What follows belongs to an exercise in optimizing a design on an open flow for small area, a short achievable clock period and few clock cycles; a production flow would make more cautious choices.
In this exercise RTL edits were held to simulation tests only and were not proved equivalent to the original.

## xenon
==> module md_sched, before the edit <==
module md_sched #(
    parameter int unsigned MULT_CYCLES = 0,
    parameter int unsigned DIV_STEPS   = 8
) (
    input  logic        clk,
    input  logic        reset,
    input  logic        start,
    input  logic [3:0]  md_op,
    input  logic [31:0] rs,
    input  logic [31:0] rt,
    input  logic        id_md_use,
    output logic        busy,
    output logic        stall,
    output logic [31:0] hi,
    output logic [31:0] lo
);
    localparam int K    = DIV_STEPS;
    localparam int NCH  = (32 + K - 1) / K;
    localparam int CW   = (NCH >= 16) ? 5 : (NCH >= 8) ? 4 : (NCH >= 4) ? 3 : (NCH >= 2) ? 2 : 1;
    logic [31:0]   hi_q, lo_q, b_q;
    logic          bci_q;
    logic          hi_neg, lo_neg;
    logic          busy_q;
    logic [CW-1:0] cnt;
    logic op_mul_s, op_mul_u, op_div_s, op_div_u, op_mthi, op_mtlo;
    logic op_macc, macc_signed, macc_sub;
    always_comb begin
        op_mul_s    = 1'b0;
        op_mul_u    = 1'b0;
        op_div_s    = 1'b0;
        op_div_u    = 1'b0;
        op_mthi     = 1'b0;
        op_mtlo     = 1'b0;
        op_macc     = 1'b0;
        macc_signed = 1'b0;
        macc_sub    = 1'b0;
        case (md_op)
            4'd0: op_mul_s = 1'b1;
            4'd1: op_mul_u = 1'b1;
            4'd2: op_div_s = 1'b1;
            4'd3: op_div_u = 1'b1;
            4'd4: op_mthi  = 1'b1;
            4'd5: op_mtlo  = 1'b1;
            4'd6: begin op_macc = 1'b1; macc_signed = 1'b1; end
            4'd7: begin op_macc = 1'b1; end
            4'd8: begin op_macc = 1'b1; macc_signed = 1'b1; macc_sub = 1'b1; end
            4'd9: begin op_macc = 1'b1; macc_sub = 1'b1; end
            default: ;
        endcase
    end
    logic op_div, op_mul, mul_signed;
    assign op_div     = op_div_s | op_div_u;
    assign op_mul     = op_mul_s | op_mul_u | op_macc;
    assign mul_signed = op_mul_s | (op_macc & macc_signed);
    logic [31:0] hi_t, lo_t;
    md_neg u_hi_neg (.x(hi_q), .n(hi_neg), .y(hi_t));
    md_neg u_lo_neg (.x(lo_q), .n(lo_neg), .y(lo_t));
    logic [32:0] mx;
    logic [63:0] mres;
    assign mx = {mul_signed & rs[31], rs};
    md_mul u_mul (
        .x   (mx),
        .y   ({mul_signed & rt[31], rt}),
        .neg (op_macc & macc_sub),
        .acc (op_macc ? {hi_t, lo_t} : 64'd0),
        .p   (mres)
    );
    logic        a_neg, b_neg, div_zero, b_ci;
    logic [31:0] a_mag, b_y;
    assign a_neg    = op_div_s & rs[31];
    assign b_neg    = op_div_s & rt[31];
    assign a_mag    = a_neg ? -rs : rs;
    assign b_y      = rt ^ {32{~b_neg}};
    assign b_ci     = ~b_neg;
    assign div_zero = (rt == 32'd0);
    logic [NCH:0] lt;
    assign lt[NCH] = 1'b1;
    for (genvar c = 0; c < NCH; c++) begin : g_cmp
        localparam int W = 32 - K * c;
        logic [W:0] cy;
        assign cy[0] = b_ci;
        for (genvar i = 0; i < W; i++) begin : g_bit
            md_maj u_maj (.a(a_mag[i + K*c]), .b(b_y[i]), .c(cy[i]), .y(cy[i+1]));
        end
        if (c == 0) begin : g_full
            assign lt[c] = ~cy[W];
        end else begin : g_part
            assign lt[c] = ~(cy[W] & (&b_y[31:W]));
        end
    end
    logic [CW-1:0] nchunk;
    always_comb begin
        nchunk = CW'(NCH);
        for (int c = NCH - 1; c >= 0; c--)
            if (lt[c]) nchunk = CW'(c);
    end
    logic [31:0] rot, qmask, r_init, q_init;
    always_comb begin
        rot = a_mag;
        for (int s = 0; s < CW; s++)
            if (nchunk[s] && (K << s) < 32) rot = (rot >> (K << s)) | (rot << (32 - (K << s)));
        for (int i = 0; i < 32; i++)
            qmask[i] = (32 - i) <= K * int'(nchunk);
        r_init = rot & ~qmask;
        q_init = rot & qmask;
    end
    logic [31:0] r_step, q_step;
    md_div u_div (.r(hi_q), .q(lo_q), .y(b_q), .ci(bci_q), .r_o(r_step), .q_o(q_step));
    always_ff @(posedge clk or negedge reset) begin
        if (!reset) begin
            hi_q   <= '0;
            lo_q   <= '0;
            hi_neg <= 1'b0;
            lo_neg <= 1'b0;
            busy_q <= 1'b0;
            cnt    <= '0;
        end else if (busy_q) begin
            hi_q <= r_step;
            lo_q <= q_step;
            cnt  <= cnt - CW'(1);
            if (cnt == CW'(1)) busy_q <= 1'b0;
        end else if (start) begin
            if (op_mul) begin
                {hi_q, lo_q} <= mres;
                hi_neg <= 1'b0;
                lo_neg <= 1'b0;
            end else if (op_div & ~div_zero) begin
                hi_q   <= r_init;
                lo_q   <= q_init;
                hi_neg <= a_neg;
                lo_neg <= a_neg ^ b_neg;
                cnt    <= nchunk;
                busy_q <= (nchunk != '0);
            end else if (op_mthi) begin
                hi_q   <= rs;
                hi_neg <= 1'b0;
            end else if (op_mtlo) begin
                lo_q   <= rs;
                lo_neg <= 1'b0;
            end
        end
    end
    always_ff @(posedge clk) begin
        if (!busy_q && start && op_div) begin
            b_q   <= b_y;
            bci_q <= b_ci;
        end
    end
    assign busy  = busy_q;
    assign stall = id_md_use & (busy_q | (start & (op_mul | op_div)));
    assign hi    = hi_t;
    assign lo    = lo_t;
endmodule
==> module md_maj, before the edit <==
module md_maj (
    input  logic a,
    input  logic b,
    input  logic c,
    output logic y
);
    assign y = (a & b) | (a & c) | (b & c);
endmodule
==> flow/config.mk <==
export PLATFORM = sky130hd
export DESIGN_NAME = md_sched
export DESIGN_NICKNAME = md_sched
export VERILOG_FILES = /design/flow/design.v
export SDC_FILE = /design/flow/constraint.sdc
export NUM_CORES = 4
export LEC_CHECK = 0
export CAP_MARGIN = 20
export CORE_MARGIN = 2
export CORE_UTILIZATION = 40
export SLEW_MARGIN = 20
export SYNTH_HIERARCHICAL = 1
export SYNTH_MINIMUM_KEEP_SIZE = 0
==> flow/constraint.sdc <==
create_clock -name core_clock -period 110.0 [get_ports {clk}]
set_input_delay 22.0000 -clock core_clock [delete_from_list [all_inputs] [get_ports {clk}]]
set_output_delay 22.0000 -clock core_clock [all_outputs]
set_load 0.01 [all_outputs]
standard.sh (not shown) runs the stock make flow with config.mk's settings and CLKGATE_MAP_FILE= SYNTH_SCRIPT=/design/flow/synth_recipe.tcl, a recipe that flattens the netlist after the stock synthesis.
==> flow/flow/run.sh <==
#!/bin/bash
# The standard layout (standard.sh, unchanged synthesis and steps), except that the port
# buffers are buf_2 cells instead of the default delay-buffer cells.
set -o pipefail
export BUFFER_PORTS_ARGS="-buffer_cell sky130_fd_sc_hd__buf_2"
bash standard.sh > standard.log 2>&1
Testbench counts of xenon, summed over its fixed seeds: cycles 4,057.
Modified inputs, lagoon compared to xenon
--- a/flow/design.v
+++ b/flow/design.v
@@ -77,13 +77,13 @@
     assign lt[NCH] = 1'b1;
     for (genvar c = 0; c < NCH; c++) begin : g_cmp
         localparam int W = 32 - K * c;
         logic [W:0] cy;
         assign cy[0] = b_ci;
         for (genvar i = 0; i < W; i++) begin : g_bit
-            md_maj u_maj (.a(a_mag[i + K*c]), .b(b_y[i]), .c(cy[i]), .y(cy[i+1]));
+            assign cy[i+1] = (a_mag[i + K*c] & b_y[i]) | (a_mag[i + K*c] & cy[i]) | (b_y[i] & cy[i]);
         end
         if (c == 0) begin : g_full
             assign lt[c] = ~cy[W];
         end else begin : g_part
             assign lt[c] = ~(cy[W] & (&b_y[31:W]));
         end
@@ -148,33 +148,12 @@
     end
     assign busy  = busy_q;
     assign stall = id_md_use & (busy_q | (start & (op_mul | op_div)));
     assign hi    = hi_t;
     assign lo    = lo_t;
 endmodule
-module md_neg (
-    input  logic [31:0] x,
-    input  logic        n,
-    output logic [31:0] y
-);
-    logic [32:0] c;
-    logic [31:0] t;
-    assign c[0] = n;
-    for (genvar i = 0; i < 32; i++) begin : g_bit
-        assign t[i] = x[i] ^ n;
-        md_ha u_ha (.a(t[i]), .b(c[i]), .s(y[i]), .co(c[i+1]));
-    end
-endmodule
-module md_maj (
-    input  logic a,
-    input  logic b,
-    input  logic c,
-    output logic y
-);
-    assign y = (a & b) | (a & c) | (b & c);
-endmodule
 module md_div (
     input  logic [31:0] r,
     input  logic [31:0] q,
     input  logic [31:0] y,
     input  logic        ci,
     output logic [31:0] r_o,
@@ -5171,6 +5150,19 @@
     assign co = (a & b) | (a & ci) | (b & ci);
 endmodule
 module md_ha (input logic a, input logic b, output logic s, output logic co);
     assign s  = a ^ b;
     assign co = a & b;
 endmodule
+module md_neg (
+    input  logic [31:0] x,
+    input  logic        n,
+    output logic [31:0] y
+);
+    logic [32:0] c;
+    logic [31:0] t;
+    assign c[0] = n;
+    for (genvar i = 0; i < 32; i++) begin : g_bit
+        assign t[i] = x[i] ^ n;
+        md_ha u_ha (.a(t[i]), .b(c[i]), .s(y[i]), .co(c[i+1]));
+    end
+endmodule
--- outcome ---
Compared with xenon, lagoon ends up with a larger final cell area.
In summary, lagoon completed successfully, with a layout that passed the timing, DRC and antenna checks.
Per the comparison of lagoon with xenon, wire length on met2 decreased about 3%, die area now larger.
lagoon has final cell count above what xenon had.
Measured against each other, lagoon and xenon differ in transition time at the pin with the least slew margin, the higher figure coming from lagoon.
The minimum period implied by the final worst setup slack number comes out lower for lagoon vs xenon.
Testbench counts of lagoon, summed over its fixed seeds: cycles 4,057.

[separate check: timing with driven ports]
The flow's constraints put no driver on any port. The routed layouts listed below were extracted and timed again, unchanged, in two steps.
Step 1, drivers: a clkbuf_16 drives clk and a buf_2 each remaining input, both assumed.
Step 2 times the ports against the registers' clock, not the clock port: input delays grow and output delays shrink by t, the midpoint of the rising clock arrivals with the driver on.
a / b / c = no drivers / after step 1 / after step 2; a / b = the first two.
run	t, ns	setup WS [ns]	worst slew at a driven data input, ns
xenon	0.445	64.650 / 64.476 / 64.476	0.19
lagoon	0.419	64.926 / 64.737 / 64.737	0.18
After both steps setup and hold are still met in every run listed. The setup slack of lagoon, which loses most, moves by -0.189 ns with the drivers and by -0.189 ns with both steps.
